From an optimization exercise on the open Yosys and OpenROAD flow, aimed at small area, a short achievable clock period and few clock cycles per item; shortcuts taken in it are not production practice.
The RTL was checked by simulation tests, not by an equivalence proof against the original design.

==> flow/design.v (outline; a module is shown in full before it is edited, if it fits) <==
// module material_eval: 2313 lines
// module phase_count: 375 lines
// module taper_blend: 1493 lines
// module eval_control: 57 lines
// module board_eval: 50 lines
module board_eval
#(
   parameter int EVAL_WIDTH = 16                       
)
(
   input  logic                         clk,
   input  logic                         reset,
   input  logic [255:0]                 board_in,
   input  logic                         board_valid,
   input  logic                         attack_done,
   input  logic                         clear_eval,
   output logic signed [EVAL_WIDTH-1:0] eval,
   output logic                         eval_valid
);
  // ...
==> flow/flow/run.sh <==
#!/bin/bash
# The standard layout with two changes:
#  - after the standard synthesis, fapol.py removes inverters around the full adders
#    by using some adders with all pins inverted (a full adder is self-dual); the
#    registers are not touched;
#  - the input and output ports are buffered with buf_2 cells.
set -euo pipefail
R=orfs/results/sky130hd/board_eval/base
bash standard.sh synth > synth_flow.log 2>&1
cp $R/1_2_yosys.v synth_standard.v
python3 flow/fapol.py synth_standard.v $R/1_2_yosys.v > fapol.log 2>&1
touch $R/1_2_yosys.v
bash standard.sh finish BUFFER_PORTS_ARGS="-buffer_cell sky130_fd_sc_hd__buf_2" > finish_flow.log 2>&1
==> flow/flow/fapol.py <==
#!/usr/bin/env python3
"""Removes inverters around full-adder cells in a Yosys gate netlist.

A full adder is self-dual: FA(~a, ~b, ~c) = (~sum, ~cout). Synthesis extracts full
adders with arbitrary input and output polarities and fills the gaps with inverters.
This script picks, for every full adder, whether to use it as is or with all of its
pins inverted, so as to need as few inverters as possible, then rewires the netlist:
every inverter is removed and one inverter per net is put back where some load
needs the inverted value. Registers and all other cells are left as they are.

usage: fapol.py in.v out.v
"""
import math
import random
import re
import sys
from collections import defaultdict

OUT_PINS = {'X', 'Y', 'Q', 'Q_N', 'SUM', 'COUT', 'HI', 'LO'}

src = open(sys.argv[1]).read()
m = re.search(r'^module\s.*?;\n', src, re.S | re.M)
head_end = m.end()
body = src[head_end:]
inst_re = re.compile(r'^\s*(sky130_fd_sc_hd__\w+)\s+(\S+)\s*\((.*?)\);\n', re.S | re.M)
pin_re = re.compile(r'\.(\w+)\(([^()]*)\)')

decls = []       # text lines that are not instances (ports, wires)
insts = []       # [type, name, [(pin, net)]]
pos = 0
for mm in inst_re.finditer(body):
    decls.append(body[pos:mm.start()])
    insts.append([mm.group(1), mm.group(2), [(p, n.strip()) for p, n in pin_re.findall(mm.group(3))]])
    pos = mm.end()
tail = body[pos:]
assert 'assign' not in ''.join(decls) + tail, 'assign statements not handled'

outputs = set()
for line in src[:head_end].split('\n') + ''.join(decls).split('\n'):
    mo = re.match(r'\s*output\s+(\[(\d+):(\d+)\]\s+)?(\S+);', line)
    if mo:
        if mo.group(1):
            hi, lo = int(mo.group(2)), int(mo.group(3))
            for i in range(min(hi, lo), max(hi, lo) + 1):
                outputs.add('%s[%d]' % (mo.group(4), i))
        else:
            outputs.add(mo.group(4))


def is_inv(t):
    return re.match(r'sky130_fd_sc_hd__inv_\d+$', t) is not None


def is_fa(t):
    return re.match(r'sky130_fd_sc_hd__fa_\d+$', t) is not None


driver = {}
for idx, (t, name, pins) in enumerate(insts):
    for p, n in pins:
        if p in OUT_PINS:
            driver[n] = idx

# Inverters that may be removed: not driving an output port
removable = set()
for idx, (t, name, pins) in enumerate(insts):
    if is_inv(t):
        y = dict(pins)['Y']
        if y not in outputs:
            removable.add(idx)


def resolve(n):
    """(base net, parity) through removable inverters."""
    par = 0
    seen = 0
    while n in driver and driver[n] in removable:
        n = dict(insts[driver[n]][2])['A']
        par ^= 1
        seen += 1
        assert seen < 100
    return n, par


# Loads: (instance index, pin, base, parity)
loads = []
for idx, (t, name, pins) in enumerate(insts):
    if idx in removable:
        continue
    for p, n in pins:
        if p in OUT_PINS:
            continue
        b, par = resolve(n)
        loads.append((idx, p, b, par))

fa_ids = [i for i, x in enumerate(insts) if is_fa(x[0])]
flip = defaultdict(int)
loads_of_base = defaultdict(list)
for li, (idx, p, b, par) in enumerate(loads):
    loads_of_base[b].append(li)


def drv_flip(b):
    d = driver.get(b)
    return flip[d] if d is not None and is_fa(insts[d][0]) else 0


def need_inv(li):
    idx, p, b, par = loads[li]
    lf = flip[idx] if is_fa(insts[idx][0]) else 0
    return par ^ lf ^ drv_flip(b)


def base_cost(b):
    return 1 if any(need_inv(li) for li in loads_of_base[b]) else 0


def fa_bases(i):
    out = set()
    for p, n in insts[i][2]:
        if p in OUT_PINS:
            out.add(n)
        else:
            out.add(resolve(n)[0])
    return out


bases_of_fa = {i: fa_bases(i) for i in fa_ids}
all_bases = set(loads_of_base)
before = sum(base_cost(b) for b in all_bases)
def local_cost(i):
    return sum(base_cost(b) for b in bases_of_fa[i])


# Greedy single flips, then simulated annealing with a fixed seed
def greedy():
    for sweep in range(50):
        changed = 0
        for i in fa_ids:
            c0 = local_cost(i)
            flip[i] ^= 1
            if local_cost(i) < c0:
                changed += 1
            else:
                flip[i] ^= 1
        if not changed:
            break


greedy()
rng = random.Random(1)
cur = sum(base_cost(b) for b in all_bases)
best = cur
best_flip = dict(flip)
steps = 300000
for step in range(steps):
    temp = 1.5 * (1 - step / steps) + 0.05
    i = rng.choice(fa_ids)
    c0 = local_cost(i)
    flip[i] ^= 1
    d = local_cost(i) - c0
    if d <= 0 or rng.random() < math.exp(-d / temp):
        cur += d
        if cur < best:
            best = cur
            best_flip = dict(flip)
    else:
        flip[i] ^= 1
flip.clear()
flip.update(best_flip)
greedy()
after = sum(base_cost(b) for b in all_bases)
n_removable = len(removable)

# Rewire
inv_net = {}
new_insts = []
k = 0
for b in sorted(all_bases):
    if base_cost(b):
        w = '_fapol_n%d_' % k
        inv_net[b] = w
        new_insts.append(['sky130_fd_sc_hd__inv_1', '_fapol_i%d_' % k, [('A', b), ('Y', w)]])
        k += 1
pin_net = {}
for li, (idx, p, b, par) in enumerate(loads):
    pin_net[(idx, p)] = inv_net[b] if need_inv(li) else b

dead = set(dict(insts[i][2])['Y'] for i in removable)


def drop_dead(text):
    keep = []
    for line in text.split('\n'):
        mo = re.match(r'\s*wire\s+(\S+)\s*;\s*$', line)
        if mo and mo.group(1) in dead:
            continue
        keep.append(line)
    return '\n'.join(keep)


decls = [drop_dead(x) for x in decls]
out = [src[:head_end]]
out.append(''.join(decls[:1]))
for b, w in sorted(inv_net.items(), key=lambda x: x[1]):
    out.append('  wire %s;\n' % w)
out.append(''.join(decls[1:]))


def emit(t, name, pins):
    s = '  %s %s (\n' % (t, name)
    s += ',\n'.join('    .%s(%s%s)' % (p, n, ' ' if n.startswith('\\') else '') for p, n in pins)
    return s + '\n  );\n'


for idx, (t, name, pins) in enumerate(insts):
    if idx in removable:
        continue
    pins = [(p, n if p in OUT_PINS else pin_net[(idx, p)]) for p, n in pins]
    out.append(emit(t, name, pins))
for t, name, pins in new_insts:
    out.append(emit(t, name, pins))
out.append(tail)
open(sys.argv[2], 'w').write(''.join(out))
print('fapol: %d full adders, %d flipped; inverters %d -> %d'
      % (len(fa_ids), sum(flip[i] for i in fa_ids), n_removable, after))
if len(sys.argv) > 3:
    from collections import Counter
    c = Counter()
    for b in inv_net:
        allinv = all(need_inv(li) for li in loads_of_base[b])
        d = driver.get(b)
        dt = insts[d][0].replace('sky130_fd_sc_hd__', '') if d is not None else 'port'
        c[(allinv, dt)] += 1
    for k, v in c.most_common(30):
        print(v, k)
==> flow/standard.sh <==
#!/bin/bash
# synth_recipe.tcl (not shown) runs the flow's synth.tcl, then flattens the netlist and writes it again
# the make line also repeats each setting of config.mk as NAME=value (left out here)
make -C /OpenROAD-flow-scripts/flow DESIGN_CONFIG=/design/flow/config.mk WORK_HOME=/design/flow/orfs CLKGATE_MAP_FILE= SYNTH_SCRIPT=/design/flow/synth_recipe.tcl "${@:-finish}"
==> flow/config.mk <==
export PLATFORM = sky130hd
export DESIGN_NAME = board_eval
export DESIGN_NICKNAME = board_eval
export VERILOG_FILES = /design/flow/design.v
export SDC_FILE = /design/flow/constraint.sdc
export NUM_CORES = 4
export LEC_CHECK = 0
export CAP_MARGIN = 20
export CORE_MARGIN = 2
export CORE_UTILIZATION = 40
export SETUP_SLACK_MARGIN = 1.5
export SLEW_MARGIN = 20
==> flow/constraint.sdc <==
create_clock -name core_clock -period 7.0 [get_ports {clk}]
set_input_delay 1.4000 -clock core_clock [delete_from_list [all_inputs] [get_ports {clk}]]
set_output_delay 1.4000 -clock core_clock [all_outputs]
set_load 0.01 [all_outputs]
==> results.json, run 1 <==
{
  "critPathMaxFanout": 8,
  "crit_chain": "buf_8 -> a22o_1 -> a221oi_2 -> xnor2_2 -> fa_1 -> fa_2 -> fa_2 -> inv_1 -> ha_1 -> ha_4 -> and2_4 -> nand3_1 -> o2111a_2 -> buf_6 -> o41ai_4 -> xor2_1 -> and2_4 -> a41oi_2 -> a41o_1 -> a2111oi_4",
  "syn_inst": 3846,
  "vias": 27704,
  "io_pins": 278,
  "crit_slowest_cell": "fa_1",
  "cts_htree_levels": 4,
  "cts_resized": 120,
  "clk_share_pct": 1.55,
  "status": "complete, no violations",
  "fin_util_pct": 46.0,
  "wl_met3_mm": 5.93,
  "cap_violations": 0,
  "fmax_mhz": 175,
  "critPathTopFamily": "adder cells",
  "top_usage_layer": "met2",
  "antenna_found_initial": 21,
  "fin_cells": 5106,
  "wl_met2_mm": 52.4,
  "maxSlewViolCount": 0,
  "fp-row-count": 106,
  "rsz0062_at_grt": "true",
  "min_path_cells": 1,
  "grt_pass1_wl_mm": 159,
  "drc": 0,
  "syn2layout_area_growth_pct": 14.0,
  "setup_viol": 0,
  "buf_share_pct": 5.54,
  "mostFrequentLayoutCell": "fa_1",
  "nNetsFinal": 5009,
  "dpl-instance-area_um2": 36400,
  "seq-cell-share_pct": 8.14,
  "dp_cells": 4999,
  "cts_setup_buffers": 24
}
Testbench counts, summed over its fixed seeds: cycles 2,048, boards 512.
==> run 2, diff against run 1 <==
--- a/flow/config.mk
+++ b/flow/config.mk
@@ -10,3 +10,3 @@
 export CORE_UTILIZATION = 40
-export SETUP_SLACK_MARGIN = 1.5
+export SETUP_SLACK_MARGIN = 1.0
 export SLEW_MARGIN = 20
==> run 2 against run 1 <==
Highest routed layer unchanged; hold slack worse by 0.012 ns; still clean on timing, DRC and antenna; core utilization is 2.3 points lower; final cell count is 1.1% lower.
==> results.json, run 2 <==
{
  "final_cell_mix": "566 x fa_1, 394 x inv_1, 321 x nor2_1",
  "critPathTopFamily": "adder cells",
  "cp-startpoint": "u_taper_blend.dig[4]",
  "top_register": "u_material_eval.cnt",
  "min_path_type": "reg -> reg",
  "dieArea_um2": 86800,
  "grt_pass1_wl_mm": 154,
  "cts_buffer_depth": 2,
  "io_pins": 278,
  "cp.buffers_inverters": 5,
  "multi_input_area_um2": 28400,
  "path_depth": 21,
  "register_area_um2": 3130,
  "n_fill_cell": 8207,
  "rrSetupSlack_ns": 1.24,
  "clkSlewWorstSetupHoldPaths_ns": 0.07,
  "cp-start-kind": "flip-flop",
  "cts_root_buf": "clkbuf_16",
  "grt_remaining_overflow": 0,
  "mostFrequentLayoutCell": "fa_1",
  "end_kind": "flip-flop",
  "worst-setup-path-type": "reg -> reg",
  "die_y_um": 295,
  "rr_worst_depth": 21,
  "crit_chain": "buf_6 -> clkinvlp_4 -> buf_4 -> xnor2_1 -> fa_1 -> fa_1 -> inv_1 -> fa_1 -> ha_1 -> inv_1 -> ha_1 -> a21oi_1 -> o211ai_1 -> and3_4 -> o21ai_4 -> nor3_1 -> o31a_2 -> nor4_4 -> a41oi_1 -> a41o_1 -> a2111oi_4",
  "fp-row-count": 106,
  "drtIter0Drc": 1841,
  "cts_htree_levels": 4,
  "hold_viol_final": 0,
  "reg_top3": "u_material_eval.cnt x42, u_taper_blend.dig x24, u_taper_blend.p3 x18",
  "setup_viol": 0,
  "timing.rr.end": "u_taper_blend.eval[15]",
  "syn_area_um2": 33800,
  "hold_buffers": 0,
  "syn-num-nets": 4907,
  "antenna_left": 0,
  "maxSlewViolCount": 0,
  "crit_end": "u_taper_blend.eval[15]",
  "numCtsBuffers": 17,
  "wl_per_cell_um": 19.7,
  "syn_area_per_cell_um2": 8.78,
  "die-width_um": 295,
  "drc": 0,
  "crit-reg2reg-launch": "u_taper_blend.dig[4]",
  "crit_arrival_ns": 6.01,
  "nNetsFinal": 4954,
  "initial_utilization_pct": 40.4,
  "critPathMaxFanout": 12,
  "fmax_mhz": 174,
  "grt_pass1_vias": 26549,
  "crit_slowest_cell": "fa_1",
  "cap_violations": 0,
  "drive_gt1_share_pct": 11.9,
  "rsz0062_at_grt": "false",
  "dp_hpwl_mm": 87.2,
  "gp_congestion": 0.950,
  "syn2layout_area_growth_pct": 8.41,
  "drt_wl_total_mm": 99.7,
  "slowest_delay_ns": 0.51,
  "fin_worst_skew_ns": 0.0158,
  "setup_tns_ns": 0,
  "cp.required_ns": 7.25,
  "fin_crit_sh_pct": 82.3,
  "clock_latency_ns": 0.45,
  "grt_usage_pct": 23.1,
  "cts_tree": "done",
  "drt_pass1_iterations": 8,
  "antenna_found_initial": 13,
  "clock_sinks": 145,
  "largest_reg_flops": 42,
  "coreArea_um2": 83700,
  "worst_pin_slew_ns": 0.813,
  "syn_inst": 3846,
  "via_per_inst": 5.34,
  "grt_max_degree": 25,
  "cp_common_cell": "fa_1",
  "status": "complete, no violations",
  "yosysWarnings": 4,
  "min_path_cells": 1,
  "max-slew-margin-rel_pct": 45.1,
  "period_needed_ns": 5.76,
  "vias": 26978,
  "port-buffer-count": 277
}
run 2: worst min path at each step:
stage                                   startpoint                  end  slack (ns)
final                     u_eval_control.capture_d  u_eval_control.load        0.43
after global routing      u_eval_control.capture_d  u_eval_control.load        0.45
after CTS                 u_eval_control.capture_d  u_eval_control.load        0.44
after detailed placement  u_eval_control.capture_d  u_eval_control.load        0.43
after global placement    u_eval_control.capture_d  u_eval_control.load        0.42
after floorplan           u_eval_control.capture_d  u_eval_control.load        0.41
run 2: stage by stage:
stage	setup slack, ns	instance area [µm²]	std cells	hold WS [ns]	util, %
finish	1.24	36600	5050	0.433	43.8
global route	0.945	36600	5050	0.455	43.8
CTS	1.01	36300	5030	0.441	43.3
detailed placement	0.739	35600	4992	0.427	42.6
global placement	0.839	35600	4992	0.417	42.6
floorplan	1.14	33800	3846	0.414	-
run 2: what timing repair did:
item                       in CTS  in global routing
resized for setup              16                 71
setup endpoints to repair       8                 11
pin swaps                       0                 13
buffers inserted                6                 10
run 2: per-layer routing:
layer  wire length, µm  GRT usage (%)  vias to the layer above
met4              4160           9.35                        4
met5                34              0                        -
li1                  -              -                    13079
met1             39900           27.5                    12968
met3              4380           2.50                      157
met2             51300           42.3                      770
run 2: area by class of cell:
| class | instances | area share (%) |
|---|---|---|
| diodes | 10 | 0.0683 |
| clock buffers | 21 | 1.26 |
| clock inverters | 11 | 0.256 |
| inverters | 397 | 4.09 |
| multi-input cells | 3030 | 77.6 |
| flip-flops and latches | 145 | 8.55 |
| well taps | 1134 | 3.87 |
| repair buffers | 302 | 4.31 |
==> run 3, diff against run 2 <==
--- a/flow/config.mk
+++ b/flow/config.mk
@@ -7,6 +7,6 @@
 export LEC_CHECK = 0
-export CAP_MARGIN = 20
+export CAP_MARGIN = 0
 export CORE_MARGIN = 2
-export CORE_UTILIZATION = 40
+export CORE_UTILIZATION = 55
 export SETUP_SLACK_MARGIN = 1.0
-export SLEW_MARGIN = 20
+export SLEW_MARGIN = 0
==> run 3 against run 2 <==
Final cell count decreased by 6.8%; hold slack improved by 0.033 ns; setup slack got worse by 0.20 ns; sequential share of layout area increased by 0.054 points; critical endpoint unchanged.
==> results.json, run 3 <==
{
  "status": "complete, no violations",
  "cp.required_ns": 7.24,
  "cp-start-kind": "flip-flop",
  "fmax_mhz": 168,
  "drive_gt1_share_pct": 12.1,
  "period_needed_ns": 5.96,
  "clkSlewWorstSetupHoldPaths_ns": 0.07,
  "clock_latency_ns": 0.45,
  "critPathMaxFanout": 12,
  "clock_sinks": 145,
  "yosysWarnings": 4,
  "gp_congestion": 0.978,
  "via_per_inst": 6.02,
  "fp-row-count": 90,
  "syn_inst": 3846,
  "fin_util_pct": 59.9,
  "die_y_um": 252,
  "dp_hpwl_mm": 94.9,
  "fin_cells": 4709,
  "crit_arrival_ns": 6.20,
  "drtIter0Drc": 2643,
  "cts_buffer_depth": 2,
  "nNetsFinal": 4966,
  "coreArea_um2": 60600,
  "wl_per_cell_um": 23.0,
  "setup_viol": 0,
  "drt_wl_total_mm": 108,
  "rrSetupSlack_ns": 1.04,
  "setup_tns_ns": 0,
  "drc": 0,
  "fin_worst_skew_ns": 0.0177,
  "syn2layout_area_growth_pct": 7.47,
  "final_cell_mix": "566 x fa_1, 395 x inv_1, 320 x nor2_1",
  "vias": 28363,
  "end_kind": "flip-flop",
  "die-width_um": 252,
  "antenna_found_initial": 14,
  "fin_ws_ns": 1.04,
  "worst_pin_slew_ns": 0.828,
  "rsz0062_at_grt": "true",
  "fin_crit_sh_pct": 85.1,
  "max-slew-margin-rel_pct": 44.1,
  "reg_top3": "u_material_eval.cnt x42, u_taper_blend.dig x24, u_taper_blend.p3 x18",
  "syn_area_um2": 33800,
  "io_pins": 278,
  "drt_pass1_iterations": 10,
  "grt_max_degree": 21,
  "initial_utilization_pct": 55.8,
  "worst-setup-path-type": "reg -> reg",
  "cts_tree": "done",
  "top_register": "u_material_eval.cnt",
  "maxSlewViolCount": 0,
  "dp_cells": 4658,
  "post-place-ws_ns": 0.696,
  "hold_viol_final": 0,
  "min_path_type": "reg -> reg",
  "hold_buffers": 0,
  "grt_pass1_vias": 27805,
  "antenna_left": 0,
  "grt_pass1_wl_mm": 165,
  "dieArea_um2": 63400,
  "mostFrequentLayoutCell": "fa_1",
  "cap_violations": 0,
  "largest_reg_flops": 42,
  "numCtsBuffers": 17,
  "n_fill_cell": 5322,
  "port-buffer-count": 277,
  "syn_area_per_cell_um2": 8.78,
  "cts_htree_levels": 4,
  "syn-num-nets": 4907,
  "worst_hold_slack_ns": 0.466,
  "cts_root_buf": "clkbuf_16",
  "grt_remaining_overflow": 0,
  "grt_usage_pct": 34.4
}
-- run 3: cell types whose count changed in the layout (fill, tap and decap cells not counted), moves of 2 or more --
cell      change
clkinv_8      +5
dfxtp_1       +2
clkbuf_8      -2
inv_6         -4
xnor2_1       +2
a21oi_2       -2
xnor2_2       -2
clkbuf_1      -2
inv_8         +4
buf_4        +12
dfxtp_4       -2
-- run 3: path summary, 6_finish.rpt --
kind,depth (start not counted),from,end
hold / removal,1,u_eval_control.capture_d,u_eval_control.load
setup reg to reg,21,u_taper_blend.dig[3],u_taper_blend.eval[15]
hold reg to reg,1,u_eval_control.capture_d,u_eval_control.load
setup / recovery,21,u_taper_blend.dig[3],u_taper_blend.eval[15]
-- run 3: area by class of cell --
cell class | instances | area, µm² | share of cell area (%)
multi-input cells | 3030 | 28400 | 78.2
flip-flops and latches | 145 | 3120 | 8.60
repair buffers | 314 | 1680 | 4.62
inverters | 397 | 1500 | 4.12
well taps | 782 | 978 | 2.69
clock buffers | 17 | 425 | 1.17
clock inverters | 15 | 188 | 0.517
diodes | 9 | 22.5 | 0.0620
-- run 3: repair_timing --
action,CTS,global route
gates cloned,0,0
gates resized for setup,20,60
setup endpoints to repair,5,13
setup buffers,0,10
pin swaps,0,11
-- run 3: critical path: stages, from the launching register on --
cell	delay, ns
dfxtp_4	0.41
buf_4	0.18
a22o_1	0.17
a221oi_1	0.34
xnor2_1	0.17
fa_1	0.53
fa_1	0.42
inv_1	0.08
fa_1	0.41
ha_1	0.31
inv_1	0.05
ha_1	0.37
inv_1	0.09
or2_4	0.28
o211ai_4	0.22
o21ai_4	0.10
o41ai_4	0.39
xor2_1	0.16
and2_2	0.25
and4_2	0.26
a41o_1	0.28
a2111oi_4	0.30
-- run 3: through the flow --
stage / cell area (µm²)
after floorplan: 33800
after global placement: 35300
after detailed placement: 35300
after CTS: 36000
after global routing: 36300
final: 36300
-- run 3: routing by layer --
| layer | global-route usage (%) | routed length, µm |
|---|---|---|
| met5 | 0 | 80 |
| met4 | 11.1 | 3510 |
| met3 | 4.88 | 7190 |
| met2 | 56.9 | 51400 |
| met1 | 46.9 | 46200 |

## what the ideal ports hide
The flow's constraints put no driver on any port. The routed layouts listed below were extracted and timed again, unchanged, in two steps. Step 1, drivers: a clkbuf_16 drives clk and a buf_2 each remaining input, both assumed. Step 2 times the ports against the registers' clock, not the clock port: input delays grow and output delays shrink by t, the midpoint of the rising clock arrivals with the driver on. Slacks: ideal ports / drivers / drivers and shift; pairs: ideal ports / drivers.
run	shift t [ns]	setup slack, ns	worst register clock-pin slew, ns	worst data-port slew with drivers (ns)
run 1	0.521	1.296 / 1.296 / 1.076	0.07 / 0.07	0.16
run 2	0.502	1.238 / 1.238 / 0.788	0.07 / 0.07	0.13
run 3	0.503	1.043 / 1.043 / 0.725	0.08 / 0.08	0.12
After both steps setup and hold are still met in every run listed. For run 2, which loses most, drivers alone change the setup slack by 0.000 ns; drivers and shift together by -0.450 ns.
